Source: an optimization exercise on an open RTL-to-GDS flow (aim: small area, a short achievable clock period and few clock cycles per item). Production flows keep margins and buffers that such runs may drop. No run shown here included a check of the RTL's function; only the layout flow was run. Power figures rest on the tool's default switching activity, not on a simulated workload.

## flow/config.mk

```make
export PLATFORM = sky130hd
export DESIGN_NAME = region_average_color_core
export DESIGN_NICKNAME = region_average_color_core
export VERILOG_FILES = /design/flow/design.v
export SDC_FILE = /design/flow/constraint.sdc
export NUM_CORES = 4
export LEC_CHECK = 0
export CAP_MARGIN = 20
export CORE_MARGIN = 2
export CORE_UTILIZATION = 40
export SETUP_SLACK_MARGIN = 3.0
export SLEW_MARGIN = 20
```

## flow/constraint.sdc

```tcl
create_clock -name core_clock -period 6.0 [get_ports {clk}]
set_input_delay 1.2000 -clock core_clock [delete_from_list [all_inputs] [get_ports {clk}]]
set_output_delay 1.2000 -clock core_clock [all_outputs]
set_load 0.01 [all_outputs]
```

## flow/design.v

```verilog
package rac_pkg;
	localparam int COORD_W = 11;
	localparam int REG_W   = 12;
	localparam int EXT_W   = 11;
	localparam int COLOR_W = 8;
	localparam int SUM_W   = 30;
	localparam int CNT_W   = 23;
	localparam logic [1:0] REG_LEFT   = 2'd0;
	localparam logic [1:0] REG_TOP    = 2'd1;
	localparam logic [1:0] REG_WIDTH  = 2'd2;
	localparam logic [1:0] REG_HEIGHT = 2'd3;
endpackage
module rac_front (
	input  logic                        clk,
	input  logic                        arst_n,
	input  logic                        wr_lo,
	input  logic                        wr_ext,
	input  logic [rac_pkg::REG_W-1:0]   data,
	input  logic [rac_pkg::COORD_W-1:0] p,
	output logic                        hit
);
	logic [rac_pkg::COORD_W-1:0] lo_q;
	logic [rac_pkg::EXT_W-1:0]   ext_q;
	logic [rac_pkg::COORD_W:0]   hi_q;
	always_ff @(posedge clk or negedge arst_n) begin
		if (!arst_n) begin
			lo_q  <= '0;
			ext_q <= '0;
		end else begin
			if (wr_lo) begin
				lo_q <= data[rac_pkg::REG_W-1] ? '0 : data[rac_pkg::COORD_W-1:0];
			end
			if (wr_ext) begin
				ext_q <= data[rac_pkg::EXT_W-1:0];
			end
		end
	end
	always_ff @(posedge clk) begin
		hi_q <= {1'b0, lo_q} + {1'b0, ext_q};
	end
	assign hit = (p >= lo_q) && ({1'b0, p} <= hi_q);
endmodule
module rac_queue (
	input  logic                        clk,
	input  logic                        arst_n,
	input  logic                        take,
	input  logic                        hit,
	input  logic [rac_pkg::COLOR_W-1:0] pixel_red,
	input  logic [rac_pkg::COLOR_W-1:0] pixel_green,
	input  logic [rac_pkg::COLOR_W-1:0] pixel_blue,
	input  logic                        last_pixel,
	output logic                        s_valid,
	output logic                        s_hit,
	output logic [rac_pkg::COLOR_W-1:0] s_red,
	output logic [rac_pkg::COLOR_W-1:0] s_green,
	output logic [rac_pkg::COLOR_W-1:0] s_blue,
	output logic                        s_last
);
	always_ff @(posedge clk or negedge arst_n) begin
		if (!arst_n) begin
			s_valid <= 1'b0;
		end else begin
			s_valid <= take;
		end
	end
	always_ff @(posedge clk) begin
		s_hit   <= hit;
		s_red   <= pixel_red;
		s_green <= pixel_green;
		s_blue  <= pixel_blue;
		s_last  <= last_pixel;
	end
endmodule
module rac_accum (
	input  logic                        clk,
	input  logic                        clr,
	input  logic                        div,
	input  logic                        add,
	input  logic [rac_pkg::COLOR_W-1:0] color,
	input  logic [rac_pkg::CNT_W-1:0]   tally,
	output logic [rac_pkg::COLOR_W-1:0] mean
);
	localparam int SW = rac_pkg::SUM_W;
	localparam int CW = rac_pkg::CNT_W;
	localparam int LO = SW - CW;   
	logic [SW-1:0] acc_q;
	logic [CW:0]   diff;
	logic          ge;
	logic [CW-1:0] win;
	assign diff = {1'b0, acc_q[SW-1:LO]} - {1'b0, tally};
	assign ge   = !diff[CW];
	assign win  = ge ? diff[CW-1:0] : acc_q[SW-1:LO];
	always_ff @(posedge clk) begin
		if (clr) begin
			acc_q <= '0;
		end else if (div) begin
			acc_q <= {win[CW-2:0], acc_q[LO-1:0], ge};
		end else begin
			acc_q <= acc_q + SW'(add ? color : '0);
		end
	end
	assign mean = acc_q[rac_pkg::COLOR_W-1:0];
endmodule
module rac_div (
	input  logic       clk,
	input  logic       arst_n,
	input  logic       pixel_valid,
	input  logic       last_pixel,
	input  logic       cfg_wr_en,
	input  logic       s_valid,
	input  logic       s_last,
	input  logic       counted,
	input  logic       mean_ready,
	output logic       pixel_ready,
	output logic       take,
	output logic       clr,
	output logic       div,
	output logic       mean_valid,
	output logic       region_empty
);
	logic       open_q, open_n;
	logic [2:0] step_q;
	assign take = pixel_valid && pixel_ready;
	assign open_n = (open_q || clr || (mean_valid && mean_ready)) && !(take && last_pixel);
	always_ff @(posedge clk or negedge arst_n) begin
		if (!arst_n) begin
			pixel_ready <= 1'b0;
			open_q      <= 1'b0;
			clr         <= 1'b1;
			div         <= 1'b0;
			mean_valid  <= 1'b0;
		end else begin
			open_q      <= open_n;
			pixel_ready <= open_n && !cfg_wr_en;
			clr   <= mean_valid && mean_ready;
			if (s_valid && s_last && (counted || !region_empty)) begin
				div <= 1'b1;
			end else if (step_q == '0) begin
				div <= 1'b0;
			end
			if (mean_valid && mean_ready) begin
				mean_valid <= 1'b0;
			end else if ((div && step_q == '0) || (s_valid && s_last && !counted && region_empty)) begin
				mean_valid <= 1'b1;
			end
		end
	end
	always_ff @(posedge clk) begin
		if (clr) begin
			region_empty <= 1'b1;
		end else if (counted) begin
			region_empty <= 1'b0;
		end
		if (div) begin
			step_q <= step_q - 1'b1;
		end else begin
			step_q <= '1;
		end
	end
endmodule
module region_average_color_core (
	input  logic       clk,
	input  logic       arst_n,
	input  logic       cfg_wr_en,
	input  logic [1:0] cfg_index,
	input  logic [11:0] cfg_data,
	input  logic        pixel_valid,
	output logic        pixel_ready,
	input  logic [10:0] pixel_x,
	input  logic [10:0] pixel_y,
	input  logic [7:0]  pixel_blue,
	input  logic [7:0]  pixel_green,
	input  logic [7:0]  pixel_red,
	input  logic        last_pixel,
	output logic        mean_valid,
	input  logic        mean_ready,
	output logic [7:0]  mean_red,
	output logic [7:0]  mean_green,
	output logic [7:0]  mean_blue,
	output logic [22:0] inside_count,
	output logic        region_empty
);
	localparam int CW = rac_pkg::CNT_W;
	logic in_x, in_y;
	rac_front u_fx (
		.clk    (clk),
		.arst_n (arst_n),
		.wr_lo  (cfg_wr_en && cfg_index == rac_pkg::REG_LEFT),
		.wr_ext (cfg_wr_en && cfg_index == rac_pkg::REG_WIDTH),
		.data   (cfg_data),
		.p      (pixel_x),
		.hit    (in_x)
	);
	rac_front u_fy (
		.clk    (clk),
		.arst_n (arst_n),
		.wr_lo  (cfg_wr_en && cfg_index == rac_pkg::REG_TOP),
		.wr_ext (cfg_wr_en && cfg_index == rac_pkg::REG_HEIGHT),
		.data   (cfg_data),
		.p      (pixel_y),
		.hit    (in_y)
	);
	logic        take, clr, div;
	logic        s_valid, s_hit, s_last;
	logic [7:0]  s_red, s_green, s_blue;
	rac_queue u_in (
		.clk         (clk),
		.arst_n      (arst_n),
		.take        (take),
		.hit         (in_x && in_y),
		.pixel_red   (pixel_red),
		.pixel_green (pixel_green),
		.pixel_blue  (pixel_blue),
		.last_pixel  (last_pixel),
		.s_valid     (s_valid),
		.s_hit       (s_hit),
		.s_red       (s_red),
		.s_green     (s_green),
		.s_blue      (s_blue),
		.s_last      (s_last)
	);
	logic [CW-1:0] tally_q;
	logic          counted;
	assign counted = s_valid && s_hit && !tally_q[CW-1];
	always_ff @(posedge clk) begin
		if (clr) begin
			tally_q <= '0;
		end else begin
			tally_q <= tally_q + CW'(counted);
		end
	end
	rac_accum u_r (.clk(clk), .clr(clr), .div(div), .add(counted), .color(s_red),
		.tally(tally_q), .mean(mean_red));
	rac_accum u_g (.clk(clk), .clr(clr), .div(div), .add(counted), .color(s_green),
		.tally(tally_q), .mean(mean_green));
	rac_accum u_b (.clk(clk), .clr(clr), .div(div), .add(counted), .color(s_blue),
		.tally(tally_q), .mean(mean_blue));
	rac_div u_ctl (
		.clk          (clk),
		.arst_n       (arst_n),
		.pixel_valid  (pixel_valid),
		.last_pixel   (last_pixel),
		.cfg_wr_en    (cfg_wr_en),
		.s_valid      (s_valid),
		.s_last       (s_last),
		.counted      (counted),
		.mean_ready   (mean_ready),
		.pixel_ready  (pixel_ready),
		.take         (take),
		.clr          (clr),
		.div          (div),
		.mean_valid   (mean_valid),
		.region_empty (region_empty)
	);
	assign inside_count = tally_q;
endmodule
```

## flow/run.sh

```bash
#!/bin/bash
# synth_recipe.tcl (not shown) runs the flow's synth.tcl, then flattens the netlist and writes it again
# the make line also repeats each setting of config.mk as NAME=value (left out here)
make -C /OpenROAD-flow-scripts/flow DESIGN_CONFIG=/design/flow/config.mk WORK_HOME=/design/flow/orfs CLKGATE_MAP_FILE= SYNTH_SCRIPT=/design/flow/synth_recipe.tcl finish
```

==> impl_metrics.tcl, run 1 <==
set metrics [dict create \
    critPathKind "flip-flop to flip-flop" \
    outcome "finished clean" \
    yosys-top-cells-area "dfxtp_1 (22%), ha_1 (13%), dfrtp_1 (8.0%)" \
    path_max_fanout 12 \
    first_pass_iters 5 \
    ff2ff_setup_slack_ns 2.97 \
    maxCapViolations 0 \
    grt_usage_pct 21.05 \
    synth-edff-count 0 \
    crit_chain "nand2_2, nor2_4, buf_4, clkbuf_16, and2_1, ha_1, nand3_1, o211ai_1, o41ai_2, buf_4, nor2_4, nand4_1, xor2_1, nor2_1, a211o_1" \
    yosysSeqAreaShare_pct 29.82 \
    final_cell_count_no_fill 2500 \
    overflow 0 \
    dp_hpwl_microns 31480 \
    ant_nets 0 \
    drc 0 \
    setup_violations 0 \
    n_antenna_cell 0 \
    die_y_microns 200.3 \
    drt-initial-drc-count 793 \
    cts_tree "built" \
    final_nets 2205 \
    viasPerCell 5.521 \
    finalClockSkew_ns 0.01379 \
    power.density_nw_per_um2 540.8 \
    max_freq_mhz 330.3 \
    synthAdderAreaFrac_pct 14.27 \
    synthesis.nets 2082 \
    crit_family "simple AND/OR/NAND/NOR gates" \
    ioPinCount 116 \
    grt_pass1_vias 13400 \
    num_rows 71 \
    max-slew-margin-rel_pct 27.98 \
    syn_avg_cell_area_sq_um 8.354 \
    detail_route.wl_per_cell_microns 17.75 \
    ys_seq_elements 217 \
    crit_buf_inv 3 \
    async_flop_share_pct 23.04 \
    slew_violations 0 \
    grt_pass1_wl_microns 70000 \
    dp_cells 2399 \
    end_kind "flip-flop" \
    synth_compound_area_share_pct 18.41 \
    area_delta_synth_final_pct 22.69 \
    grt_max_degree 78 \
    fin_crit_ns 3.027 \
    worst_slew_pin_slew_ns 1.076 \
    irDropWorstVdd_v 0.0002857 \
    syn_area_sq_um 15410 \
    synth_top_area_share_pct 21.69 \
    yosysWarnings 5 \
    synth_top_area_cell "dfxtp_1" \
    cp_slowest_cell "dfrtp_1" \
    synth_cell_types 76 \
    crit_required_ns 6.45 \
    clockBufferDepth 3 \
    synth_top_family_by_area "simple AND/OR/NAND/NOR gates" \
    die_area_sq_um 40120 \
    min_period_over_period_pct 50.45 \
    synthCells 1845 \
    synth.top_cells.by_count "nor2_1 (193), dfxtp_1 (167), ha_1 (163), nand2_1 (134), a21oi_1 (125)" \
    final_util_pct 49.97 \
    drive_gt1_share_pct 12.97 \
    drt-total-wl_microns 44380 \
    antenna_found_initial 0 \
    hold_violations 0 \
    gp_congestion 0.8918 \
    cts_made_buffers 27 \
    start_util_pct 40.73 \
    synthMuxAreaShare_pct 4.213 \
    cts_root_buf "clkbuf_16" \
    fillerInstances 3587 \
    core_sq_um 37840 \
    synthXorXnorAreaFrac_pct 8.694 \
    vias 13800 \
    yosys.area_share.simple_pct 18.97 \
    cts_max_level 1 \
    cts.sinks 217 \
    clk_latency_ns 0.56 \
    tns_ns 0 \
    arrival_ns 3.47 \
    synth_flop_cell "dfxtp_1" \
    clkTransAtPathRegs_ns 0.06 \
    min_path_type "flip-flop to flip-flop" \
    rsz0062_at_grt "yes" \
    worst_setup_path_start_kind "flip-flop" \
    cellLeakagePower_uw 0.007866 \
    max_stage_delay_ns 0.38 \
    numPortBuffers 115 \
    dieWidth_microns 200.3 \
    yosysMostFrequentCell "nor2_1" \
]
## flip-flops by register name (all words and copies together) (netlist names), 3 cells and up
register      cells
u_in.s_blue       8
u_fy.ext_q       11
u_r.acc_q        30
u_fx.hi_q        12
u_fx.ext_q       11
tally_q          23
u_in.s_green      8
u_fx.lo_q        11
u_g.acc_q        30
u_fy.lo_q        11
u_in.s_red        8
u_fy.hi_q        12
u_b.acc_q        30
u_ctl.step_q      3
## path summary, 6_finish.rpt
check                                start                end  cells after the start
max                           u_in.s_valid      u_b.acc_q[22]                     15
min                        u_ctl.step_q[0]    u_ctl.step_q[0]                      1
max reg2reg                   u_in.s_valid      u_b.acc_q[22]                     15
min reg2reg                u_ctl.step_q[0]    u_ctl.step_q[0]                      1
max in group asynchronous           arst_n          u_ctl.div                      1
min in group asynchronous           arst_n  u_ctl.pixel_ready                      1
## through the flow
stage	worst slack [ns]	power, uW	cell area, sq um	hold slack (ns)
floorplan	3.035	6464	15420	0.3579
global placement	2.263	7642	16870	0.3654
detailed placement	2.382	7703	16890	0.3710
CTS	2.934	9805	18280	0.3852
global route	2.856	10990	18910	0.4079
finish	2.973	10230	18910	0.3808
## cells by family (layout without fill, tap and decap cells)
group | after synthesis | count (layout)
buf+inv | 199 | 339
compound gates | 436 | 436
fa+ha+maj | 171 | 171
flops | 217 | 217
mux | 62 | 62
simple gates | 607 | 611
xor+xnor | 153 | 153
## worst register-to-register path: stages, from the launching register on
cell       delay, ns
dfrtp_1         0.38
nand2_2         0.10
nor2_4          0.05
buf_4           0.16
clkbuf_16       0.17
and2_1          0.16
ha_1            0.37
nand3_1         0.10
o211ai_1        0.33
o41ai_2         0.12
buf_4           0.16
nor2_4          0.20
nand4_1         0.15
xor2_1          0.19
nor2_1          0.05
a211o_1         0.24
## layer usage
metal / GRT usage, % / vias to the layer above / part of all wire (%)
met2: 35.74 / 304 / 47
met1: 27.65 / 6639 / 46
met3: 3.270 / 75 / 4.4
met5: 0 / - / 0
met4: 6.032 / 0 / 3.0
li1: - / 6784 / -
## placed cells by master, fill, tap and decap left out, types with 12 or more instances in the layout
cell	netlist	layout
nand2_1	134	130
clkdlybuf4s50_1	0	114
mux2i_1	39	38
nor2b_1	23	20
xor2_1	63	63
inv_1	114	97
buf_4	25	50
and3_1	16	16
dfxtp_1	167	152
ha_4	0	12
ha_1	163	141
and2_1	29	28
a21o_1	36	36
o31ai_1	12	12
o21ai_0	81	78
a21oi_1	125	116
xnor2_1	90	90
nand4_1	31	31
dfrtp_1	49	48
nor2_1	193	189
nand3_1	43	43
mux2_2	23	23
a211oi_1	39	36
nor3_1	48	46
nand2b_1	31	31
clkbuf_16	0	29
o21a_1	27	27
## where the power goes
part / switching [uW] / internal [uW]
logic: 3140 / 2680
clock network: 696 / 1160
registers: 606 / 1940
## repair_timing
action,in CTS,in global routing
endpoints found under the setup margin,74,70
pin swaps,12,37
hold buffers,0,0
gates resized for setup,50,94
gates cloned,2,4
setup buffers,21,24
## final cells by class
type                            count  area (sq um)  share of cell area, %
Timing Repair Buffer              174          1695                  8.965
Multi-Input combinational cell   1433         10480                  55.42
Clock buffer                       33         718.2                  3.798
Inverter                          115         455.4                  2.408
Sequential cell                   217          4632                  24.49
Clock inverter                     17         290.3                  1.535
Tap cell                          511         639.4                  3.381
==> run 2: changes to the inputs <==
--- a/flow/config.mk
+++ b/flow/config.mk
@@ -9,4 +9,3 @@
 export CORE_MARGIN = 2
 export CORE_UTILIZATION = 40
-export SETUP_SLACK_MARGIN = 3.0
 export SLEW_MARGIN = 20
==> impl_metrics.tcl, run 2 <==
set metrics [dict create \
    dp_slack_ns 1.861 \
    path_max_fanout 25 \
    drt-initial-drc-count 588 \
    outcome "finished clean" \
    antenna_found_initial 0 \
    synthCells 1845 \
    gp_congestion 0.8571 \
    yosys.area_share.simple_pct 18.97 \
    setup_violations 0 \
    end_kind "flip-flop" \
    area_delta_synth_final_pct 15.18 \
    yosys-top-cells-area "dfxtp_1 (22%), ha_1 (13%), dfrtp_1 (8.0%)" \
    synth_compound_area_share_pct 18.41 \
    start_util_pct 40.73 \
    min_period_over_period_pct 69.24 \
    tns_ns 0 \
    async_flop_share_pct 23.04 \
    cts_hold_buf 0 \
    grt_pass1_wl_microns 68630 \
    vias 13260 \
    clk_latency_ns 0.54 \
    yosysMostFrequentCell "nor2_1" \
    dieWidth_microns 200.3 \
    synthesis.nets 2082 \
    synth_cell_types 76 \
    synth_flop_cell "dfxtp_1" \
    synth_top_family_by_area "simple AND/OR/NAND/NOR gates" \
    final_cell_count_no_fill 2445 \
    fillerInstances 3763 \
    cts_root_buf "clkbuf_16" \
    ant_nets 0 \
    largest_registers "u_b.acc_q (30), u_g.acc_q (30), u_r.acc_q (30)" \
    die_y_microns 200.3 \
    final_common_cell "nor2_1" \
    maxCapViolations 0 \
    final_nets 2151 \
    cts_tree "built" \
    grt_max_degree 69 \
    critPathKind "flip-flop to flip-flop" \
    dp_cells 2396 \
    cts.sinks 217 \
    dp_hpwl_microns 31140 \
    yosysWarnings 5 \
    syn_avg_cell_area_sq_um 8.354 \
    ff2ff_setup_slack_ns 1.85 \
    overflow 0 \
    ys_seq_elements 217 \
    synth_top_area_share_pct 21.69 \
    synthXorXnorAreaFrac_pct 8.694 \
    core_sq_um 37840 \
    cts_max_level 1 \
    drt-total-wl_microns 41730 \
    power.density_nw_per_um2 524.1 \
    numPortBuffers 115 \
    synth_top_area_cell "dfxtp_1" \
    cts_resized 0 \
    hold_violations 0 \
    grt_usage_pct 20.60 \
    rsz0062_at_grt "no" \
    min_path_type "flip-flop to flip-flop" \
    drive_gt1_share_pct 5.067 \
    yosysSeqAreaShare_pct 29.82 \
    final_cell_mix "nor2_1 (192), dfxtp_1 (167), ha_1 (163), nand2_1 (134), a21oi_1 (125)" \
    first_pass_iters 5 \
    finalPower_uw 9304 \
    max-slew-margin-rel_pct 29.40 \
    synthAdderAreaFrac_pct 14.27 \
    worst_setup_path_start_kind "flip-flop" \
    synthMuxAreaShare_pct 4.213 \
    synth.top_cells.by_count "nor2_1 (193), dfxtp_1 (167), ha_1 (163), nand2_1 (134), a21oi_1 (125)" \
    grt_pass1_vias 13090 \
    max_freq_mhz 240.7 \
    arrival_ns 4.55 \
    cellLeakagePower_uw 0.007446 \
    syn_area_sq_um 15410 \
    ioPinCount 116 \
    n_antenna_cell 0 \
    fin_crit_ns 4.154 \
    num_rows 71 \
    synth-edff-count 0 \
    irDropWorstVdd_v 0.0002638 \
    cts_setup_buffers 0 \
    drc 0 \
    slew_violations 0 \
    die_area_sq_um 40120 \
    worst_slew_pin_slew_ns 1.059 \
    clkTransAtPathRegs_ns 0.06 \
    clockBufferDepth 3 \
    viasPerCell 5.423 \
    detail_route.wl_per_cell_microns 17.07 \
    finalClockSkew_ns 0.01457 \
    fin_ws_ns 1.846 \
    cts_made_buffers 27 \
    crit_required_ns 6.40 \
]
-- run 2: area by class of cell --
| class | instances | area, sq um | area share [%] |
|---|---|---|---|
| clock buffer | 38 | 747.0 | 4.207 |
| clock inverter | 11 | 116.4 | 0.6554 |
| inverter | 115 | 431.7 | 2.431 |
| multi-input combinational | 1429 | 9970 | 56.16 |
| sequential | 217 | 4603 | 25.93 |
| tap | 511 | 639.4 | 3.601 |
| timing repair buffer | 124 | 1246 | 7.020 |
-- run 2: report_power, final --
| group | switching [uW] | internal [uW] |
|---|---|---|
| clock | 664 | 952 |
| sequential | 590 | 1940 |
| combinational | 2840 | 2320 |
-- run 2: final timing paths --
path                                           to  cells past startpoint             from
min in group asynchronous       u_ctl.pixel_ready                      1           arst_n
worst min-delay path              u_ctl.step_q[0]                      1  u_ctl.step_q[0]
worst max-delay path                 u_g.acc_q[9]                     11     u_in.s_valid
worst max register to register       u_g.acc_q[9]                     11     u_in.s_valid
worst min register to register    u_ctl.step_q[0]                      1  u_ctl.step_q[0]
max in group asynchronous           u_fx.ext_q[0]                      3           arst_n
-- run 2: metal layers --
| metal | vias up | GRT usage, % | wire length (microns) |
|---|---|---|---|
| met5 | - | 0 | 0 |
| met4 | 0 | 4.153 | 740 |
| met3 | 48 | 2.522 | 1705 |
| met2 | 238 | 35.22 | 19370 |
| met1 | 6309 | 27.95 | 19910 |
| li1 | 6664 | - | - |
-- run 2: cell families (layout without fill, tap and decap cells) --
| logic type | after synthesis | after routing |
|---|---|---|
| xor+xnor | 153 | 153 |
| compound gates | 436 | 436 |
| buf+inv | 199 | 288 |
| flops | 217 | 217 |
| simple gates | 607 | 607 |
| mux | 62 | 62 |
| fa+ha+maj | 171 | 171 |
-- run 2: worst max-delay path, cell delays in order (launching register included) --
cell and delay, ns:
dfrtp_1 0.37, nand2_1 0.10, nor2_2 0.71, and2_1 0.29
ha_1 0.26, a211oi_1 0.31, o21ai_0 0.20, a31o_2 0.28
a21oi_1 0.83, mux2_2 0.41, o21ai_0 0.17, a221oi_1 0.07
-- run 2: stage by stage --
step                utilization [%]  area [sq um]  hold WS [ns]
finish                        46.91         17750        0.3822
global route                  46.91         17750        0.4072
CTS                           46.91         17750        0.3854
detailed placement            44.63         16890        0.3705
global placement              44.49         16830        0.3671
floorplan                         -         15410        0.3579
==> run 3: changes to the inputs <==
--- a/flow/config.mk
+++ b/flow/config.mk
@@ -9,3 +9,4 @@
 export CORE_MARGIN = 2
 export CORE_UTILIZATION = 40
+export SETUP_SLACK_MARGIN = 3.5
 export SLEW_MARGIN = 20
==> impl_metrics.tcl, run 3 <==
set metrics [dict create \
    overflow 0 \
    numPortBuffers 115 \
    max-slew-margin-rel_pct 23.83 \
    crit_buf_inv 3 \
    clockBufferDepth 3 \
    min_path_type "flip-flop to flip-flop" \
    fillerInstances 3283 \
    grt_pass1_vias 14120 \
    end_kind "flip-flop" \
    synthesis.nets 2082 \
    grt_max_degree 76 \
    max_freq_mhz 329.6 \
    cts_made_buffers 26 \
    slew_violations 0 \
    syn_area_sq_um 15410 \
    first_pass_iters 5 \
    dieWidth_microns 200.3 \
    die_y_microns 200.3 \
    detail_route.wl_per_cell_microns 18.35 \
    yosysWarnings 5 \
    arrival_ns 3.48 \
    drt-total-wl_microns 48180 \
    synth_flop_cell "dfxtp_1" \
    worst_setup_path_start_kind "flip-flop" \
    fin_crit_ns 3.034 \
    finalPower_uw 11550 \
    ioPinCount 116 \
    start_util_pct 40.73 \
    irDropWorstVdd_v 0.0002766 \
    yosysMostFrequentCell "nor2_1" \
    cts_max_level 1 \
    largest_registers "u_b.acc_q (30), u_g.acc_q (30), u_r.acc_q (30)" \
    cellLeakagePower_uw 0.009088 \
    hold_violations 0 \
    area_delta_synth_final_pct 39.23 \
    synth_top_area_share_pct 21.69 \
    crit_chain "ha_2, nor2b_4, o31a_1, o21a_2, o41ai_4, buf_4, a2111oi_4, buf_4, nor3_4, buf_6, nor2_1, a211o_1" \
    min_period_over_period_pct 50.56 \
    maxCapViolations 0 \
    cp_slowest_cell "dfxtp_2" \
    ant_nets 0 \
    grt_pass1_wl_microns 73280 \
    yosys-top-cells-area "dfxtp_1 (22%), ha_1 (13%), dfrtp_1 (8.0%)" \
    drc 0 \
    vias 14630 \
    finalClockSkew_ns 0.02856 \
    core_sq_um 37840 \
    critPathKind "flip-flop to flip-flop" \
    syn_avg_cell_area_sq_um 8.354 \
    final_nets 2332 \
    clkPwrFrac_pct 14.3 \
    dp_hpwl_microns 30750 \
    cts_tree "built" \
    yosysSeqAreaShare_pct 29.82 \
    cts_hold_buf 0 \
    path_max_fanout 7 \
    max_stage_delay_ns 0.47 \
    setup_violations 0 \
    tns_ns 0 \
    synth-edff-count 0 \
    dp_slack_ns 2.195 \
    combPwrFrac_pct 62.8 \
    drive_gt1_share_pct 27.71 \
    crit_required_ns 6.45 \
    async_flop_share_pct 23.04 \
    final_common_cell "nor2_1" \
    fin_ws_ns 2.966 \
    clk_latency_ns 0.57 \
    drt-initial-drc-count 856 \
    clkTransAtPathRegs_ns 0.07 \
    die_area_sq_um 40120 \
    synth_top_area_cell "dfxtp_1" \
    gp_congestion 0.9125 \
    rsz0062_at_grt "yes" \
    antenna_found_initial 0 \
    p_sw_uw 5017 \
    crit_family "compound AO/OA/AOI/OAI gates" \
    n_antenna_cell 0 \
    grt_usage_pct 22.09 \
    internal_power_uw 6534 \
    cts.sinks 217 \
    p_sw_share_pct 43.44 \
    num_rows 71 \
    viasPerCell 5.571 \
    synth.top_cells.by_count "nor2_1 (193), dfxtp_1 (167), ha_1 (163), nand2_1 (134), a21oi_1 (125)" \
    synthCells 1845 \
    outcome "finished clean" \
    seq_power_share_pct 22.9 \
    worst_slew_pin_slew_ns 1.140 \
    synth_cell_types 76 \
    power.density_nw_per_um2 538.2 \
    final_cell_mix "nor2_1 (168), dfxtp_1 (131), buf_4 (126), nand2_1 (121), ha_1 (103)" \
    cts_root_buf "clkbuf_16" \
    crit_top_cell "buf_4" \
    ys_seq_elements 217 \
]
[run 3: cell counts after synthesis]
Identical to the previous run, type by type.
[run 3: metrics by stage]
step / hold WS [ns] / instance area (sq um) / util, % / std cells
final: 0.3809 / 21460 / 56.71 / 2626
after global routing: 0.4099 / 21460 / 56.71 / 2626
after CTS: 0.3826 / 19910 / 52.61 / 2559
after detailed placement: 0.3685 / 17160 / 45.34 / 2396
after global placement: 0.3655 / 17140 / 45.29 / 2395
after floorplan: 0.3579 / 15790 / - / 1845
[run 3: layer usage]
metal / wire length, microns / GRT usage, % / share of wire (%) / up-vias
met5: 0 / 0 / 0 / -
met1: 21180 / 28.84 / 44 / 7113
met4: 1669 / 6.270 / 3.5 / 0
met3: 2162 / 2.880 / 4.5 / 111
li1: - / - / - / 7046
met2: 23170 / 38.18 / 48 / 360
[run 3: power groups by stage]
stage	Combinational, uW	Clock (uW)	Sequential, uW
floorplan	4320	0	2310
finish	7260	1650	2650
global route	7860	1740	2720
CTS	6120	1670	2590
detailed placement	5180	0	2570
global placement	5120	0	2560
[run 3: what timing repair did]
item,in CTS,in global routing
endpoints found under the setup margin,148,105
pin swaps,82,120
resized for setup,288,205
gates cloned,5,7
setup buffers,110,60
[run 3: path summary, 6_finish.rpt]
kind | slack (ns) | cells after the start | from | to
max in group asynchronous | 4.92 | 2 | arst_n | u_fx.ext_q[0]
max | 2.97 | 12 | tally_q[0] | u_b.acc_q[22]
min | 0.38 | 1 | u_ctl.step_q[0] | u_ctl.step_q[0]
min in group asynchronous | 0.56 | 1 | arst_n | u_fx.lo_q[10]
max reg2reg | 2.97 | 12 | tally_q[0] | u_b.acc_q[22]
min reg2reg | 0.38 | 1 | u_ctl.step_q[0] | u_ctl.step_q[0]
[run 3: logic make-up (layout without fill, tap and decap cells)]
| kind of cell | Yosys count | count (layout) | share of synthesized area, % |
|---|---|---|---|
| XOR/XNOR | 153 | 153 | 8.694 |
| multiplexers | 62 | 62 | 4.213 |
| AND/OR/NAND/NOR | 607 | 610 | 18.97 |
| AO/OA/AOI/OAI | 436 | 437 | 18.41 |
| adder cells (fa/ha/maj) | 171 | 171 | 14.27 |
| flip-flops | 217 | 217 | 29.82 |
| buffers and inverters | 199 | 465 | 5.625 |
[run 3: area by class of cell]
class                   instances  area (sq um)  share of cell area, %
repair buffers                302          2960                  13.79
clock buffers                  39         759.5                  3.539
flip-flops and latches        217          4688                  21.85
multi-input cells            1433         11790                  54.94
well taps                     511         639.4                  2.979
inverters                     115         493.0                  2.297
clock inverters                 9         128.9                 0.6005
==> run 4: changes to the inputs <==
--- a/flow/config.mk
+++ b/flow/config.mk
@@ -9,4 +9,4 @@
 export CORE_MARGIN = 2
 export CORE_UTILIZATION = 40
-export SETUP_SLACK_MARGIN = 3.5
+export SETUP_SLACK_MARGIN = 4.0
 export SLEW_MARGIN = 20
==> impl_metrics.tcl, run 4 <==
set metrics [dict create \
    outcome "finished clean" \
    start_util_pct 40.73 \
    cts_root_buf "clkbuf_16" \
    seq_power_share_pct 22.5 \
    combPwrFrac_pct 62.2 \
    irDropWorstVdd_v 0.0002842 \
    numPortBuffers 115 \
    grt_pass1_wl_microns 77400 \
    syn_area_sq_um 15410 \
    clockBufferDepth 3 \
    core_sq_um 37840 \
    crit_required_ns 6.47 \
    first_pass_iters 5 \
    cts_tree "built" \
    final_nets 2386 \
    p_sw_uw 4954 \
    max_freq_mhz 336.3 \
    synth_top_area_cell "dfxtp_1" \
    syn_avg_cell_area_sq_um 8.354 \
    viasPerCell 5.507 \
    grt_pass1_vias 14530 \
    detail_route.wl_per_cell_microns 18.67 \
    clkTransAtPathRegs_ns 0.06 \
    ioPinCount 116 \
    path_max_fanout 5 \
    synthesis.nets 2082 \
    hold_violations 0 \
    final_common_cell "nor2_1" \
    end_kind "flip-flop" \
    fin_crit_ns 2.974 \
    tns_ns 0 \
    worst_setup_path_start_kind "flip-flop" \
    synth.top_cells.by_count "nor2_1 (193), dfxtp_1 (167), ha_1 (163), nand2_1 (134), a21oi_1 (125)" \
    yosysWarnings 5 \
    clk_latency_ns 0.57 \
    p_sw_share_pct 43.04 \
    maxCapViolations 0 \
    largest_registers "u_b.acc_q (30), u_g.acc_q (30), u_r.acc_q (30)" \
    min_period_over_period_pct 49.57 \
    finalClockSkew_ns 0.01199 \
    hold-path-cell-count 1 \
    setup_violations 0 \
    slew_violations 0 \
    internal_power_uw 6555 \
    max-slew-margin-rel_pct 31.68 \
    min_path_type "flip-flop to flip-flop" \
    dp_slack_ns 2.236 \
    final_util_pct 58.99 \
    grt_usage_pct 23.62 \
    rsz0062_at_grt "yes" \
    yosysMostFrequentCell "nor2_1" \
    r2r-start "u_in.s_valid" \
    yosys-top-cells-area "dfxtp_1 (22%), ha_1 (13%), dfrtp_1 (8.0%)" \
    num_rows 71 \
    synth_top_area_share_pct 21.69 \
    ff2ff_setup_slack_ns 3.03 \
    overflow 0 \
    finalInstanceArea_sq_um 22330 \
    synth_flop_cell "dfxtp_1" \
    synthCells 1845 \
    async_flop_share_pct 23.04 \
    cellLeakagePower_uw 0.009384 \
    dp_hpwl_microns 30880 \
    drc 0 \
    ant_nets 0 \
    synth-edff-count 0 \
    vias 14770 \
    drive_gt1_share_pct 34.06 \
    hold_end "u_ctl.step_q[0]" \
    arrival_ns 3.44 \
    dieWidth_microns 200.3 \
    area_delta_synth_final_pct 44.84 \
    cts_made_buffers 27 \
    fin_ws_ns 3.026 \
    grt_max_degree 80 \
    power.density_nw_per_um2 515.5 \
    worst_slew_pin_slew_ns 1.021 \
    clkPwrFrac_pct 15.3 \
    ys_seq_elements 217 \
    r2r_end "u_b.acc_q[22]" \
    die_area_sq_um 40120 \
    die_y_microns 200.3 \
    antenna_found_initial 0 \
    critPathKind "flip-flop to flip-flop" \
    min_from "u_ctl.step_q[0]" \
    cts.sinks 217 \
    yosysSeqAreaShare_pct 29.82 \
    synth_cell_types 76 \
    final_cell_mix "nor2_1 (163), buf_4 (155), nand2_1 (125), dfxtp_1 (114), buf_6 (107)" \
    place_area_sq_um 17490 \
    drt-total-wl_microns 50080 \
    gp_congestion 0.8834 \
    rr_worst_depth 16 \
    cts_max_level 1 \
    drt-initial-drc-count 745 \
]
## run 4: cell counts after synthesis
No cell type changed its count.
## run 4: worst max-delay path by stage
stage | from | endpoint | slack, ns | cells after the start
floorplan | u_in.s_valid | u_b.acc_q[22] | 3.19 | 14
global placement | u_in.s_valid | u_g.acc_q[9] | 2.36 | 11
detailed placement | u_in.s_valid | u_g.acc_q[9] | 2.24 | 11
CTS | u_in.s_valid | u_b.acc_q[22] | 3.00 | 15
global route | u_in.s_valid | u_b.acc_q[22] | 2.94 | 16
finish | u_in.s_valid | u_b.acc_q[22] | 3.03 | 16
## run 4: layout make-up
| cell class | instances | area, sq um |
|---|---|---|
| Inverter | 115 | 478.0 |
| Clock buffer | 36 | 759.5 |
| Timing Repair Buffer | 348 | 3364 |
| Tap cell | 511 | 639.4 |
| Sequential cell | 217 | 4765 |
| Antenna cell | 1 | 2.502 |
| Multi-Input combinational cell | 1440 | 12130 |
| Clock inverter | 14 | 188.9 |
| Fill cell | 3245 | 15520 |
## run 4: kinds of logic (layout without fill, tap and decap cells)
logic type	after synthesis	count (layout)	share of synthesized area [%]
AOI/OAI and AO/OA	436	438	18.41
xor gates and xnor gates	153	153	8.694
adders and majority gates	171	171	14.27
buffers and inverters	199	513	5.625
DFF	217	217	29.82
muxes	62	62	4.213
other	0	1	0
and+or+nand+nor	607	616	18.97
## run 4: routing by layer
metal / share of wire, % / wire (microns) / GRT usage (%)
met5: 0 / 0 / 0
met4: 3.3 / 1654 / 7.778
met3: 6.1 / 3042 / 3.840
met2: 45 / 22740 / 37.88
met1: 45 / 22640 / 32.33
## run 4: critical path, stage by stage, from the launching register on
cell and delay (ns):
dfrtp_1 0.41, nand2_4 0.12, nor2_4 0.06, buf_12 0.13, and2_4 0.14, ha_4 0.15
fa_2 0.35, a21oi_2 0.17, o211ai_1 0.11, buf_4 0.16, o41ai_4 0.19, buf_4 0.20
nor2_4 0.07, nand4_1 0.14, xor2_1 0.15, nor2_1 0.06, a211o_1 0.24
## run 4: repair_timing
action	4_1_cts	5_1_grt
gates cloned	14	1
resized for setup	604	143
endpoints found under the hold margin	0	0
setup buffers	164	57
pin swaps	176	113
hold buffers	0	0
setup endpoints to repair	208	202
## run 4: stage by stage
| stage | total power, uW | hold slack, ns | instances |
|---|---|---|---|
| finish | 11510 | 0.3877 | 2682 |
| global route | 12300 | 0.4124 | 2681 |
| CTS | 10900 | 0.3856 | 2623 |
| detailed placement | 7912 | 0.3710 | 2395 |
| global placement | 7837 | 0.3676 | 2395 |
| floorplan | 6789 | 0.3579 | 1845 |
## run 4: power groups by stage
| stage | clock (uW) | combinational, uW | sequential (uW) |
|---|---|---|---|
| floorplan | 0 | 4460 | 2330 |
| global placement | 0 | 5290 | 2540 |
| detailed placement | 0 | 5360 | 2550 |
| CTS | 1800 | 6520 | 2580 |
| global route | 1850 | 7790 | 2660 |
| finish | 1760 | 7160 | 2590 |
==> run 5: changes to the inputs <==
--- a/flow/design.v
+++ b/flow/design.v
@@ -84,21 +84,28 @@
 	localparam int CW = rac_pkg::CNT_W;
 	localparam int LO = SW - CW;   
-	logic [SW-1:0] acc_q;
-	logic [CW:0]   diff;
-	logic          ge;
-	logic [CW-1:0] win;
-	assign diff = {1'b0, acc_q[SW-1:LO]} - {1'b0, tally};
-	assign ge   = !diff[CW];
-	assign win  = ge ? diff[CW-1:0] : acc_q[SW-1:LO];
+	localparam int MW = rac_pkg::COLOR_W;
+	logic [SW:0]   acc_q;
+	logic [MW:0]      lo_sum;
+	logic [SW-MW-1:0] hi_sum;
+	assign lo_sum = {1'b0, acc_q[MW-1:0]} + {1'b0, color};
+	assign hi_sum = acc_q[SW-1:MW] + (SW-MW)'(lo_sum[MW] && add);
+	logic          neg;
+	logic [CW:0]   opnd;
+	logic [CW+1:0] step;
+	logic [CW:0]   rem;
+	assign neg  = acc_q[SW];
+	assign opnd = {1'b0, tally} ^ {(CW+1){!neg}};
+	assign step = {acc_q[SW:LO], 1'b1} + {opnd, !neg};
+	assign rem  = step[CW+1:1];
 	always_ff @(posedge clk) begin
 		if (clr) begin
 			acc_q <= '0;
 		end else if (div) begin
-			acc_q <= {win[CW-2:0], acc_q[LO-1:0], ge};
-		end else begin
-			acc_q <= acc_q + SW'(add ? color : '0);
-		end
-	end
-	assign mean = acc_q[rac_pkg::COLOR_W-1:0];
+			acc_q <= {rem[CW-1:0], acc_q[LO-1:0], !rem[CW]};
+		end else begin
+			acc_q <= {1'b0, hi_sum, add ? lo_sum[MW-1:0] : acc_q[MW-1:0]};
+		end
+	end
+	assign mean = acc_q[MW-1:0];
 endmodule
 module rac_div (
--- a/flow/config.mk
+++ b/flow/config.mk
@@ -9,4 +9,4 @@
 export CORE_MARGIN = 2
 export CORE_UTILIZATION = 40
-export SETUP_SLACK_MARGIN = 4.0
+export SETUP_SLACK_MARGIN = 3.5
 export SLEW_MARGIN = 20
==> impl_metrics.tcl, run 5 <==
set metrics [dict create \
    outcome "finished clean" \
    grt_pass1_wl_microns 70390 \
    ff2ff_setup_slack_ns 2.74 \
    synth_top_family_by_area "compound AO/OA/AOI/OAI gates" \
    grt_max_degree 89 \
    synthesis.nets 2064 \
    cts.sinks 220 \
    viasPerCell 5.368 \
    drt-total-wl_microns 45210 \
    ioPinCount 116 \
    async_flop_share_pct 22.73 \
    yosysWarnings 5 \
    dp_slack_ns 2.506 \
    end_kind "flip-flop" \
    clkTransAtPathRegs_ns 0.06 \
    arrival_ns 3.68 \
    die_y_microns 200.5 \
    start_util_pct 40.83 \
    dp_hpwl_microns 29680 \
    synthCells 1824 \
    yosysSeqAreaShare_pct 30.13 \
    final_cell_mix "nor2_1 (158), xnor2_1 (146), ha_1 (133), nand2_1 (130), dfxtp_1 (127)" \
    ant_nets 0 \
    synth_cell_types 77 \
    fin_crit_ns 3.258 \
    drc 0 \
    worst_setup_path_start_kind "flip-flop" \
    synth_compound_area_share_pct 18.68 \
    dieWidth_microns 200.5 \
    synth-edff-count 0 \
    die_area_sq_um 40210 \
    synthMuxAreaShare_pct 1.863 \
    synthAdderAreaFrac_pct 14.33 \
    critPathKind "flip-flop to flip-flop" \
    cts_max_level 1 \
    min_period_over_period_pct 54.30 \
    drive_gt1_share_pct 24.85 \
    maxCapViolations 0 \
    top_usage_layer "met2" \
    first_pass_iters 5 \
    power.density_nw_per_um2 583.1 \
    rsz0062_at_grt "yes" \
    grt_use_met3_pct 3.864 \
    synth_top_area_cell "dfxtp_1" \
    area_delta_synth_final_pct 34.14 \
    use_met2_pct 38.39 \
    irDropWorstVdd_v 0.0002506 \
    clk_latency_ns 0.56 \
    syn_avg_cell_area_sq_um 8.470 \
    synth_flop_cell "dfxtp_1" \
    grt_usage_pct 21.31 \
    max-slew-margin-rel_pct 32.65 \
    largest_registers "u_b.acc_q (31), u_g.acc_q (31), u_r.acc_q (31)" \
    synthXorXnorAreaFrac_pct 13.49 \
    num_rows 71 \
    core_sq_um 37840 \
    cts_made_buffers 27 \
    clockBufferDepth 3 \
    yosysMostFrequentCell "nor2_1" \
    grtUsageMet1_pct 23.95 \
    synth.top_cells.by_count "nor2_1 (178), dfxtp_1 (170), ha_1 (169), xnor2_1 (165), nand2_1 (143)" \
    fillerInstances 3421 \
    finalPower_uw 12080 \
    detail_route.wl_per_cell_microns 17.52 \
    vias 13850 \
    final_nets 2293 \
    overflow 0 \
    tns_ns 0 \
    drt-initial-drc-count 794 \
    cts_tree "built" \
    yosys-top-cells-area "dfxtp_1 (22%), ha_1 (14%), xnor2_1 (9.4%)" \
    max_freq_mhz 306.9 \
    ys_seq_elements 220 \
    fin_ws_ns 2.742 \
    finalClockSkew_ns 0.03417 \
    worst_slew_pin_slew_ns 1.010 \
    cellLeakagePower_uw 0.008858 \
    slew_violations 0 \
    yosys.area_share.simple_pct 15.99 \
    cts_root_buf "clkbuf_16" \
    hold_violations 0 \
    grt_pass1_vias 14010 \
    crit_required_ns 6.42 \
    syn_area_sq_um 15450 \
    path_max_fanout 4 \
    setup_violations 0 \
    antenna_found_initial 2 \
    final_common_cell "nor2_1" \
    numPortBuffers 115 \
    synth_top_area_share_pct 22.03 \
    min_path_type "flip-flop to flip-flop" \
    gp_congestion 0.8723 \
]
==> run 5: power by group <==
group,switching (uW),leakage [uW],internal [uW]
clock network,633,0.000410,932
registers,638,0.00206,2000
logic,4060,0.00638,3820
total,5330,0.00886,6750
==> run 5: what timing repair did <==
| action | 4_1_cts | 5_1_grt |
|---|---|---|
| buffers inserted | 141 | 44 |
| gates cloned | 2 | 0 |
| hold buffers | 0 | 0 |
| resized for setup | 263 | 167 |
| pin swaps | 120 | 112 |
| setup endpoints to repair | 148 | 97 |
==> run 5: per-layer routing <==
layer | vias to the layer above | part of all wire [%]
li1 | 6833 | -
met2 | 290 | 51
met1 | 6602 | 40
met4 | 2 | 4.8
met5 | - | 0.029
met3 | 123 | 4.3
==> run 5: worst paths after layout <==
| path | from | to | cells after the start |
|---|---|---|---|
| hold reg to reg | u_ctl.step_q[0] | u_ctl.step_q[0] | 1 |
| hold / removal | u_ctl.step_q[0] | u_ctl.step_q[0] | 1 |
| min in group asynchronous | arst_n | u_fx.ext_q[9] | 2 |
| setup reg to reg | u_r.acc_q[0] | u_r.acc_q[24] | 18 |
| setup / recovery | u_r.acc_q[0] | u_r.acc_q[24] | 18 |
| max in group asynchronous | arst_n | u_ctl.div | 2 |
==> run 5: stage by stage <==
stage	instance area [sq um]	util [%]	hold slack, ns	instances
finish	20720	54.76	0.3863	2580
detailed placement	17130	45.28	0.3742	2348
CTS	19620	51.83	0.3887	2535
floorplan	15880	-	0.3579	1824
global placement	17130	45.28	0.3678	2348
global route	20720	54.76	0.4004	2579
==> run 5: kinds of logic after synthesis <==
group / count (synthesis)
adder cells (fa/ha/maj): 174
AND/OR/NAND/NOR: 525
flip-flops: 220
XOR/XNOR: 238
multiplexers: 26
buffers and inverters: 199
AO/OA/AOI/OAI: 442
==> run 5: critical path: stages (launching register included) <==
cell and delay (ns):
dfxtp_4 0.37, ha_4 0.17, fa_2 0.35, a21oi_2 0.13, nor2_1 0.06, nor2_2 0.13, o21bai_1 0.10, a21oi_2 0.20
o21bai_1 0.08, a21oi_1 0.15, nor2_1 0.07, ha_2 0.21, ha_4 0.17, and3_4 0.17, nand4_1 0.17, nor2_1 0.09
xnor2_1 0.15, o32ai_1 0.11, a31o_2 0.24
==> run 5: layout make-up <==
class	instances	area [sq um]	area share, %
antenna	1	2.502	0.01207
clock buffer	40	784.5	3.785
clock inverter	4	45.04	0.2173
inverter	90	341.6	1.648
multi-input combinational	1406	11310	54.55
sequential	220	4790	23.11
tap	511	639.4	3.085
timing repair buffer	307	2811	13.57
timing repair inverter	1	5.005	0.02415
==> run 6: changes to the inputs <==
--- a/flow/config.mk
+++ b/flow/config.mk
@@ -9,4 +9,4 @@
 export CORE_MARGIN = 2
 export CORE_UTILIZATION = 40
-export SETUP_SLACK_MARGIN = 3.5
+export SETUP_SLACK_MARGIN = 3.0
 export SLEW_MARGIN = 20
==> impl_metrics.tcl, run 6 <==
set metrics [dict create \
    outcome "finished clean" \
    synthCells 1824 \
    synth_cell_types 77 \
    ys_seq_elements 220 \
    clockBufferDepth 3 \
    setup_violations 0 \
    finalInstanceArea_sq_um 18730 \
    synth-edff-count 0 \
    gp_congestion 0.8850 \
    tns_ns 0 \
    arrival_ns 3.59 \
    grt_pass1_vias 12960 \
    max_stage_delay_ns 0.37 \
    largest_registers "u_b.acc_q (31), u_g.acc_q (31), u_r.acc_q (31)" \
    detail_route.wl_per_cell_microns 16.62 \
    fin_ws_ns 2.864 \
    ant_nets 0 \
    synth_top_family_by_area "compound AO/OA/AOI/OAI gates" \
    fin_crit_ns 3.136 \
    min_period_over_period_pct 52.26 \
    min_from "u_ctl.step_q[0]" \
    synthMuxAreaShare_pct 1.863 \
    synth_top_area_cell "dfxtp_1" \
    synthesis.nets 2064 \
    cellLeakagePower_uw 0.007769 \
    rr_worst_depth 18 \
    grt_pass1_wl_microns 65850 \
    dp_hpwl_microns 29510 \
    cts_root_buf "clkbuf_16" \
    crit_chain "ha_4, fa_2, a21oi_2, nor2_1, nor2_2, o21bai_1, a21oi_2, o21bai_1, a21oi_1, nor2_1, ha_2, ha_4, and3_4, nand4_1, nor2_1, xnor2_1, o32ai_1, a31o_2" \
    p_sw_share_pct 44.62 \
    synth.top_cells.by_count "nor2_1 (178), dfxtp_1 (170), ha_1 (169), xnor2_1 (165), nand2_1 (143)" \
    critPathKind "flip-flop to flip-flop" \
    yosys.area_share.simple_pct 15.99 \
    core_sq_um 37840 \
    slew_violations 0 \
    r2r_end "u_r.acc_q[24]" \
    synth_top_area_share_pct 22.03 \
    r2r-start "u_r.acc_q[0]" \
    num_rows 71 \
    cts_tree "built" \
    async_flop_share_pct 22.73 \
    place_area_sq_um 16800 \
    die_y_microns 200.5 \
    overflow 0 \
    final_nets 2158 \
    grt_usage_pct 19.80 \
    start_util_pct 40.83 \
    worst_setup_path_start_kind "flip-flop" \
    end_kind "flip-flop" \
    syn_area_sq_um 15450 \
    drive_gt1_share_pct 13.41 \
    vias 13110 \
    rsz0062_at_grt "yes" \
    die_area_sq_um 40210 \
    ioPinCount 116 \
    seq_power_share_pct 24.9 \
    crit_top_cell "nor2_1" \
    synthAdderAreaFrac_pct 14.33 \
    power.density_nw_per_um2 570.0 \
    clkPwrFrac_pct 14.7 \
    path_max_fanout 3 \
    synth_flop_cell "dfxtp_1" \
    antenna_found_initial 1 \
    hold-path-cell-count 1 \
    min_path_type "flip-flop to flip-flop" \
    final_cell_mix "nor2_1 (162), xnor2_1 (159), ha_1 (156), dfxtp_1 (141), nand2_1 (135)" \
    cp_slowest_cell "dfxtp_4" \
    dieWidth_microns 200.5 \
    finalClockSkew_ns 0.02993 \
    synthXorXnorAreaFrac_pct 13.49 \
    dp_slack_ns 2.278 \
    clk_latency_ns 0.56 \
    area_delta_synth_final_pct 21.22 \
    n_antenna_cell 0 \
    worst_slew_pin_slew_ns 1.005 \
    max-slew-margin-rel_pct 32.99 \
    combPwrFrac_pct 60.4 \
    final_common_cell "nor2_1" \
    yosysMostFrequentCell "nor2_1" \
    drc 0 \
    finalPower_uw 10670 \
    internal_power_uw 5911 \
    clkTransAtPathRegs_ns 0.06 \
    numPortBuffers 115 \
    irDropWorstVdd_v 0.0002627 \
    max_freq_mhz 318.9 \
    maxCapViolations 0 \
    hold_ws_ns 0.3862 \
    ff2ff_setup_slack_ns 2.86 \
    cts.sinks 220 \
    cts_made_buffers 27 \
    yosysSeqAreaShare_pct 30.13 \
    synth_compound_area_share_pct 18.68 \
    hold_end "u_ctl.step_q[0]" \
    syn_avg_cell_area_sq_um 8.470 \
    grt_max_degree 83 \
    first_pass_iters 5 \
    cts_max_level 1 \
    yosys-top-cells-area "dfxtp_1 (22%), ha_1 (14%), xnor2_1 (9.4%)" \
    hold_violations 0 \
    cts_hold_buf 0 \
    yosysWarnings 5 \
    viasPerCell 5.352 \
    crit_required_ns 6.45 \
    p_sw_uw 4763 \
    drt-initial-drc-count 763 \
    drt-total-wl_microns 40710 \
]
run 6: cells by family after synthesis:
| group | Yosys count |
|---|---|
| AND/OR/NAND/NOR | 525 |
| AO/OA/AOI/OAI | 442 |
| XOR/XNOR | 238 |
| flip-flops | 220 |
| buffers and inverters | 199 |
| adder cells (fa/ha/maj) | 174 |
| multiplexers | 26 |
run 6: worst max path at each step:
stage | from | end | slack (ns) | depth (start not counted)
after floorplan | u_g.acc_q[0] | u_g.acc_q[28] | 3.01 | 19
after global placement | u_b.acc_q[0] | u_b.acc_q[23] | 2.36 | 18
after detailed placement | u_b.acc_q[0] | u_b.acc_q[23] | 2.28 | 18
after CTS | u_r.acc_q[0] | u_r.acc_q[24] | 2.77 | 18
after global routing | u_r.acc_q[0] | u_r.acc_q[28] | 2.64 | 19
final | u_r.acc_q[0] | u_r.acc_q[24] | 2.86 | 18
run 6: per-layer routing:
layer / routed length [microns] / part of all wire [%] / track usage, %
met1: 17990 / 44 / 24.29
met2: 20230 / 50 / 36.32
met3: 1613 / 4.0 / 2.955
met4: 860 / 2.1 / 4.656
met5: 12 / 0.029 / 0
run 6: timing repair:
item,4_1_cts,5_1_grt
resized for setup,87,84
buffers inserted,31,20
setup endpoints to repair,93,69
gates cloned,1,0
pin swaps,47,58
run 6: cell type report:
| type | count | area, sq um |
|---|---|---|
| clock inverter | 8 | 47.55 |
| inverter | 90 | 341.6 |
| fill | 3656 | 19120 |
| multi-input combinational | 1405 | 10540 |
| timing repair buffer | 173 | 1635 |
| sequential | 220 | 4722 |
| timing repair inverter | 1 | 5.005 |
| clock buffer | 42 | 802.0 |
| tap | 511 | 639.4 |
run 6: metrics by stage:
step | std cells | utilization [%]
3_5_place_dp | 2348 | 44.40
3_3_place_gp | 2348 | 44.40
4_1_cts | 2430 | 48.04
5_1_grt | 2450 | 49.49
6_report | 2450 | 49.49
2_1_floorplan | 1824 | -
run 6: power groups by stage:
stage / clock network, uW / logic (uW) / registers, uW
4_1_cts: 1610 / 6150 / 2640
2_1_floorplan: 0 / 4940 / 2340
3_5_place_dp: 0 / 5980 / 2630
6_report: 1570 / 6450 / 2660
3_3_place_gp: 0 / 5910 / 2630
5_1_grt: 1660 / 7200 / 2740
run 6: critical path: cells and delay by family, from the launching register on:
family          cells  cell delay [ns]
flops               1             0.37
compound gates      7             0.96
simple gates        6             0.66
xor+xnor            1             0.14
fa+ha+maj           4             0.91
==> run 7: changes to the inputs <==
--- a/flow/design.v
+++ b/flow/design.v
@@ -11,4 +11,67 @@
 	localparam logic [1:0] REG_HEIGHT = 2'd3;
 endpackage
+module rac_add #(
+	parameter int W = 8
+) (
+	input  logic [W-1:0] a,
+	input  logic [W-1:0] b,
+	input  logic         cin,
+	output logic [W-1:0] sum,
+	output logic         cout
+);
+	localparam int L = $clog2(W);
+	logic [W-1:0] p, g;
+	logic [W-1:0] gg [L+1];
+	logic [W-1:0] pp [L+1];
+	always_comb begin
+		p = a ^ b;
+		g = a & b;
+		gg[0] = g;
+		pp[0] = p;
+		gg[0][0] = g[0] | (p[0] & cin);
+		for (int l = 0; l < L; l++) begin
+			for (int i = 0; i < W; i++) begin
+				if (((i >> l) & 1) == 1) begin
+					gg[l+1][i] = gg[l][i] | (pp[l][i] & gg[l][((i >> l) << l) - 1]);
+					pp[l+1][i] = pp[l][i] & pp[l][((i >> l) << l) - 1];
+				end else begin
+					gg[l+1][i] = gg[l][i];
+					pp[l+1][i] = pp[l][i];
+				end
+			end
+		end
+		sum[0] = p[0] ^ cin;
+		for (int i = 1; i < W; i++) begin
+			sum[i] = p[i] ^ gg[L][i-1];
+		end
+		cout = gg[L][W-1];
+	end
+endmodule
+module rac_inc #(
+	parameter int W = 8
+) (
+	input  logic [W-1:0] a,
+	input  logic         inc,
+	output logic [W-1:0] sum
+);
+	localparam int L = $clog2(W);
+	logic [W-1:0] pp [L+1];
+	always_comb begin
+		pp[0] = a;
+		for (int l = 0; l < L; l++) begin
+			for (int i = 0; i < W; i++) begin
+				if (((i >> l) & 1) == 1) begin
+					pp[l+1][i] = pp[l][i] & pp[l][((i >> l) << l) - 1];
+				end else begin
+					pp[l+1][i] = pp[l][i];
+				end
+			end
+		end
+		sum[0] = a[0] ^ inc;
+		for (int i = 1; i < W; i++) begin
+			sum[i] = a[i] ^ (inc & pp[L][i-1]);
+		end
+	end
+endmodule
 module rac_front (
 	input  logic                        clk,
@@ -85,24 +148,31 @@
 	localparam int LO = SW - CW;   
 	localparam int MW = rac_pkg::COLOR_W;
-	logic [SW:0]   acc_q;
-	logic [MW:0]      lo_sum;
+	logic [SW:0] acc_q;
+	logic        cy_q;
+	logic [MW-1:0]    lo_sum;
+	logic             lo_cy;
 	logic [SW-MW-1:0] hi_sum;
-	assign lo_sum = {1'b0, acc_q[MW-1:0]} + {1'b0, color};
-	assign hi_sum = acc_q[SW-1:MW] + (SW-MW)'(lo_sum[MW] && add);
-	logic          neg;
-	logic [CW:0]   opnd;
-	logic [CW+1:0] step;
-	logic [CW:0]   rem;
-	assign neg  = acc_q[SW];
-	assign opnd = {1'b0, tally} ^ {(CW+1){!neg}};
-	assign step = {acc_q[SW:LO], 1'b1} + {opnd, !neg};
-	assign rem  = step[CW+1:1];
+	rac_add #(.W(MW)) u_lo (.a(acc_q[MW-1:0]), .b(color), .cin(1'b0), .sum(lo_sum), .cout(lo_cy));
+	rac_inc #(.W(SW-MW)) u_hi (.a(acc_q[SW-1:MW]), .inc(cy_q), .sum(hi_sum));
+	logic        neg;
+	logic [CW:0] rem;
+	assign neg = acc_q[SW];
+	rac_add #(.W(CW+1)) u_div (
+		.a    (acc_q[SW:LO]),
+		.b    ({1'b0, tally} ^ {(CW+1){!neg}}),
+		.cin  (!neg),
+		.sum  (rem),
+		.cout ()
+	);
 	always_ff @(posedge clk) begin
 		if (clr) begin
 			acc_q <= '0;
+			cy_q  <= 1'b0;
 		end else if (div) begin
 			acc_q <= {rem[CW-1:0], acc_q[LO-1:0], !rem[CW]};
+			cy_q  <= 1'b0;
 		end else begin
-			acc_q <= {1'b0, hi_sum, add ? lo_sum[MW-1:0] : acc_q[MW-1:0]};
+			acc_q <= {1'b0, hi_sum, add ? lo_sum : acc_q[MW-1:0]};
+			cy_q  <= add && lo_cy;
 		end
 	end
@@ -127,4 +197,5 @@
 );
 	logic       open_q, open_n;
+	logic       end_q;
 	logic [2:0] step_q;
 	assign take = pixel_valid && pixel_ready;
@@ -135,4 +206,5 @@
 			open_q      <= 1'b0;
 			clr         <= 1'b1;
+			end_q       <= 1'b0;
 			div         <= 1'b0;
 			mean_valid  <= 1'b0;
@@ -141,5 +213,6 @@
 			pixel_ready <= open_n && !cfg_wr_en;
 			clr   <= mean_valid && mean_ready;
-			if (s_valid && s_last && (counted || !region_empty)) begin
+			end_q <= s_valid && s_last;
+			if (end_q && !region_empty) begin
 				div <= 1'b1;
 			end else if (step_q == '0) begin
@@ -148,5 +221,5 @@
 			if (mean_valid && mean_ready) begin
 				mean_valid <= 1'b0;
-			end else if ((div && step_q == '0) || (s_valid && s_last && !counted && region_empty)) begin
+			end else if ((div && step_q == '0) || (end_q && region_empty)) begin
 				mean_valid <= 1'b1;
 			end
@@ -229,10 +302,12 @@
 	logic [CW-1:0] tally_q;
 	logic          counted;
+	logic [CW-1:0] tally_next;
 	assign counted = s_valid && s_hit && !tally_q[CW-1];
+	rac_inc #(.W(CW)) u_tally (.a(tally_q), .inc(counted), .sum(tally_next));
 	always_ff @(posedge clk) begin
 		if (clr) begin
 			tally_q <= '0;
 		end else begin
-			tally_q <= tally_q + CW'(counted);
+			tally_q <= tally_next;
 		end
 	end
==> impl_metrics.tcl, run 7 <==
set metrics [dict create \
    outcome "finished clean" \
    rsz0062_at_grt "no" \
    final_nets 1963 \
    yosysMostFrequentCell "dfxtp_1" \
    grt_max_degree 78 \
    min_from "u_ctl.step_q[0]" \
    ff2ff_setup_slack_ns 3.14 \
    die_area_sq_um 38370 \
    num_rows 70 \
    crit_chain "clkdlybuf4s50_1" \
    worst_slew_pin_slew_ns 0.8968 \
    ys_seq_elements 224 \
    cts_max_level 1 \
    final_common_cell "ha_1" \
    final_cell_count_no_fill 2205 \
    synth_cell_types 74 \
    syn_avg_cell_area_sq_um 8.889 \
    slew_violations 0 \
    cts_root_buf "clkbuf_16" \
    drt-initial-drc-count 466 \
    synthesis.nets 1902 \
    core_sq_um 36430 \
    hold_end "u_ctl.step_q[0]" \
    synth-edff-count 0 \
    synthCells 1657 \
    grt_pass1_wl_microns 58510 \
    end_kind "output pin" \
    largest_registers "u_b.acc_q (31), u_g.acc_q (31), u_r.acc_q (31)" \
    syn_area_sq_um 14730 \
    cellLeakagePower_uw 0.007177 \
    min_path_type "flip-flop to flip-flop" \
    final_cell_mix "ha_1 (156), dfxtp_1 (151), xnor2_1 (147), nor2_1 (129), inv_1 (124)" \
    hold_violations 0 \
    fin_crit_ns 2.960 \
    max-slew-margin-rel_pct 40.22 \
    clockBufferDepth 3 \
    cts.sinks 224 \
    setup_violations 0 \
    ant_nets 0 \
    start_util_pct 40.43 \
    drive_gt1_share_pct 7.945 \
    dp_slack_ns 2.507 \
    max_freq_mhz 337.8 \
    irDropWorstVdd_v 0.0002659 \
    numPortBuffers 115 \
    cp_slowest_cell "clkdlybuf4s50_1" \
    overflow 0 \
    synth.top_cells.by_count "dfxtp_1 (173), ha_1 (156), xnor2_1 (148), nor2_1 (129), inv_1 (124)" \
    synth_top_area_share_pct 23.51 \
    r2r-start "u_b.acc_q[30]" \
    max_stage_delay_ns 0.62 \
    grt_pass1_vias 11550 \
    fin_ws_ns 3.040 \
    fillerInstances 3492 \
    dp_cells 2145 \
    yosysSeqAreaShare_pct 32.19 \
    yosysWarnings 15 \
    die_y_microns 195.9 \
    r2r_end "u_b.acc_q[16]" \
    path_max_fanout 6 \
    maxCapViolations 0 \
    drc 0 \
    clkTransAtPathRegs_ns 0.06 \
    dieWidth_microns 195.9 \
    clk_latency_ns 0.57 \
    dp_hpwl_microns 26100 \
    gp_congestion 0.8539 \
    area_delta_synth_final_pct 16.13 \
    cts_tree "built" \
    cts_made_buffers 28 \
    rr_worst_depth 11 \
    viasPerCell 5.295 \
    antenna_found_initial 1 \
    hold-path-cell-count 1 \
    yosys-top-cells-area "dfxtp_1 (24%), ha_1 (13%), xnor2_1 (8.8%)" \
    place_area_sq_um 16020 \
    crit_family "buffers and inverters" \
    hold_ws_ns 0.3969 \
    ioPinCount 116 \
    finalInstanceArea_sq_um 17110 \
    vias 11680 \
    detail_route.wl_per_cell_microns 16.25 \
    n_antenna_cell 0 \
    power.density_nw_per_um2 528.4 \
    finalClockSkew_ns 0.02050 \
    worst_setup_path_start_kind "flip-flop" \
    grt_usage_pct 18.71 \
    synth_flop_cell "dfxtp_1" \
    first_pass_iters 5 \
    synth_top_area_cell "dfxtp_1" \
    min_period_over_period_pct 49.34 \
    crit_buf_inv 1 \
    async_flop_share_pct 22.77 \
    drt-total-wl_microns 35840 \
    tns_ns 0 \
    arrival_ns 1.76 \
    critPathKind "flip-flop to output pin" \
    crit_required_ns 4.80 \
    cts_hold_buf 0 \
]
## run 7: changes by cell type in the layout (fill, tap and decap cells not counted), sizes merged, moves of 18 or more
cell,delta
fa,+18
nand2,-25
a21oi,-21
inv,+35
a21o,-22
o21bai,-18
nor2,-48
o21ai,-23
buf,-42
## run 7: metal layers
layer	track usage, %	vias up	wire, microns
met2	33.15	250	17490
met1	23.35	5522	15730
met4	5.780	2	953
li1	-	5837	-
met3	2.922	65	1657
met5	0	-	13
## run 7: worst max-delay path by stage
stage | start | endpoint | slack [ns] | depth (start not counted)
CTS | u_g.acc_q[30] | u_g.acc_q[0] | 2.97 | 10
detailed placement | u_g.acc_q[30] | u_g.acc_q[30] | 2.51 | 10
floorplan | u_b.acc_q[30] | u_b.acc_q[16] | 3.01 | 13
finish | tally_q[8] | inside_count[8] | 3.04 | 1
global route | u_r.acc_q[30] | u_r.acc_q[0] | 2.99 | 10
global placement | u_b.acc_q[30] | u_b.acc_q[16] | 2.30 | 11
## run 7: power by group
| part | internal, uW | switching (uW) |
|---|---|---|
| combinational | 2260 | 2540 |
| sequential | 2010 | 562 |
| clock | 988 | 678 |
| total | 5260 | 3780 |
## run 7: final cells by class
cell class              instances  area [sq um]  share of cell area (%)
well taps                     468         585.6                   3.423
multi-input cells            1207          9071                   53.03
flip-flops and latches        224          4783                   27.96
inverters                     126         475.5                   2.780
clock inverters                12         128.9                  0.7534
clock buffers                  37         774.5                   4.528
repair buffers                131          1286                   7.520
## run 7: cell families after synthesis
logic type	share of synthesized area, %
AOI/OAI and AO/OA	15.12
muxes	2.226
adders and majority gates	16.38
and+or+nand+nor	15.30
xor gates and xnor gates	12.25
DFF	32.19
buffers and inverters	6.541
## run 7: worst reg2reg max path, stage by stage (launching register included)
cell and delay (ns):
dfxtp_4 0.40, xnor2_2 0.23, ha_1 0.26, nor2b_1 0.13, or2_2 0.28, o21ai_0 0.15, nand2_1 0.10, a21o_1 0.22
a21oi_1 0.20, fa_1 0.43, and2_1 0.15, a211oi_1 0.21
## run 7: per-stage QoR
| step | utilization, % | power [uW] |
|---|---|---|
| final | 46.95 | 9039 |
| after detailed placement | 43.96 | 7250 |
| after floorplan | - | 6174 |
| after global routing | 46.95 | 9851 |
| after global placement | 43.96 | 7150 |
| after CTS | 46.63 | 9015 |
## run 7: repair_timing
action / 4_1_cts / 5_1_grt
gates resized for setup: 27 / 12
pin swaps: 1 / 2
buffers inserted: 2 / 9
endpoints found under the setup margin: 51 / 20

==> re-timing with driven ports <==
Ports are ideal in the flow. The routed layouts listed here were re-timed in OpenROAD. Step 1, drivers: a clkbuf_16 drives clk and a buf_2 each remaining input, both assumed. Step 2 moves the port delays by t, midway between the first and last clock arrival at a register: inputs arrive t later, outputs are due t later. That takes back most of the time a late clock gives input paths. Slacks: ideal ports / drivers / drivers and shift; pairs: ideal ports / drivers.
run | t (ns) | setup WS [ns] | clock arrival spread, ns | slew at the worst register clock pin (ns)
run 1 | 0.609 | 2.973 / 2.973 / 2.632 | 0.014 / 0.014 | 0.06 / 0.06
run 2 | 0.585 | 1.846 / 1.846 / 1.846 | 0.015 / 0.014 | 0.06 / 0.06
run 3 | 0.615 | 2.966 / 2.966 / 2.949 | 0.031 / 0.031 | 0.07 / 0.07
run 4 | 0.622 | 3.026 / 3.026 / 3.026 | 0.012 / 0.012 | 0.07 / 0.07
run 5 | 0.595 | 2.742 / 2.742 / 2.742 | 0.034 / 0.034 | 0.06 / 0.06
run 6 | 0.600 | 2.864 / 2.864 / 2.613 | 0.030 / 0.030 | 0.07 / 0.07
run 7 | 0.607 | 3.040 / 2.989 / 2.765 | 0.021 / 0.021 | 0.06 / 0.06
After both steps every run listed still meets setup and hold. The setup slack of run 1, which loses most, moves by 0.000 ns with the drivers and by -0.341 ns with both steps.
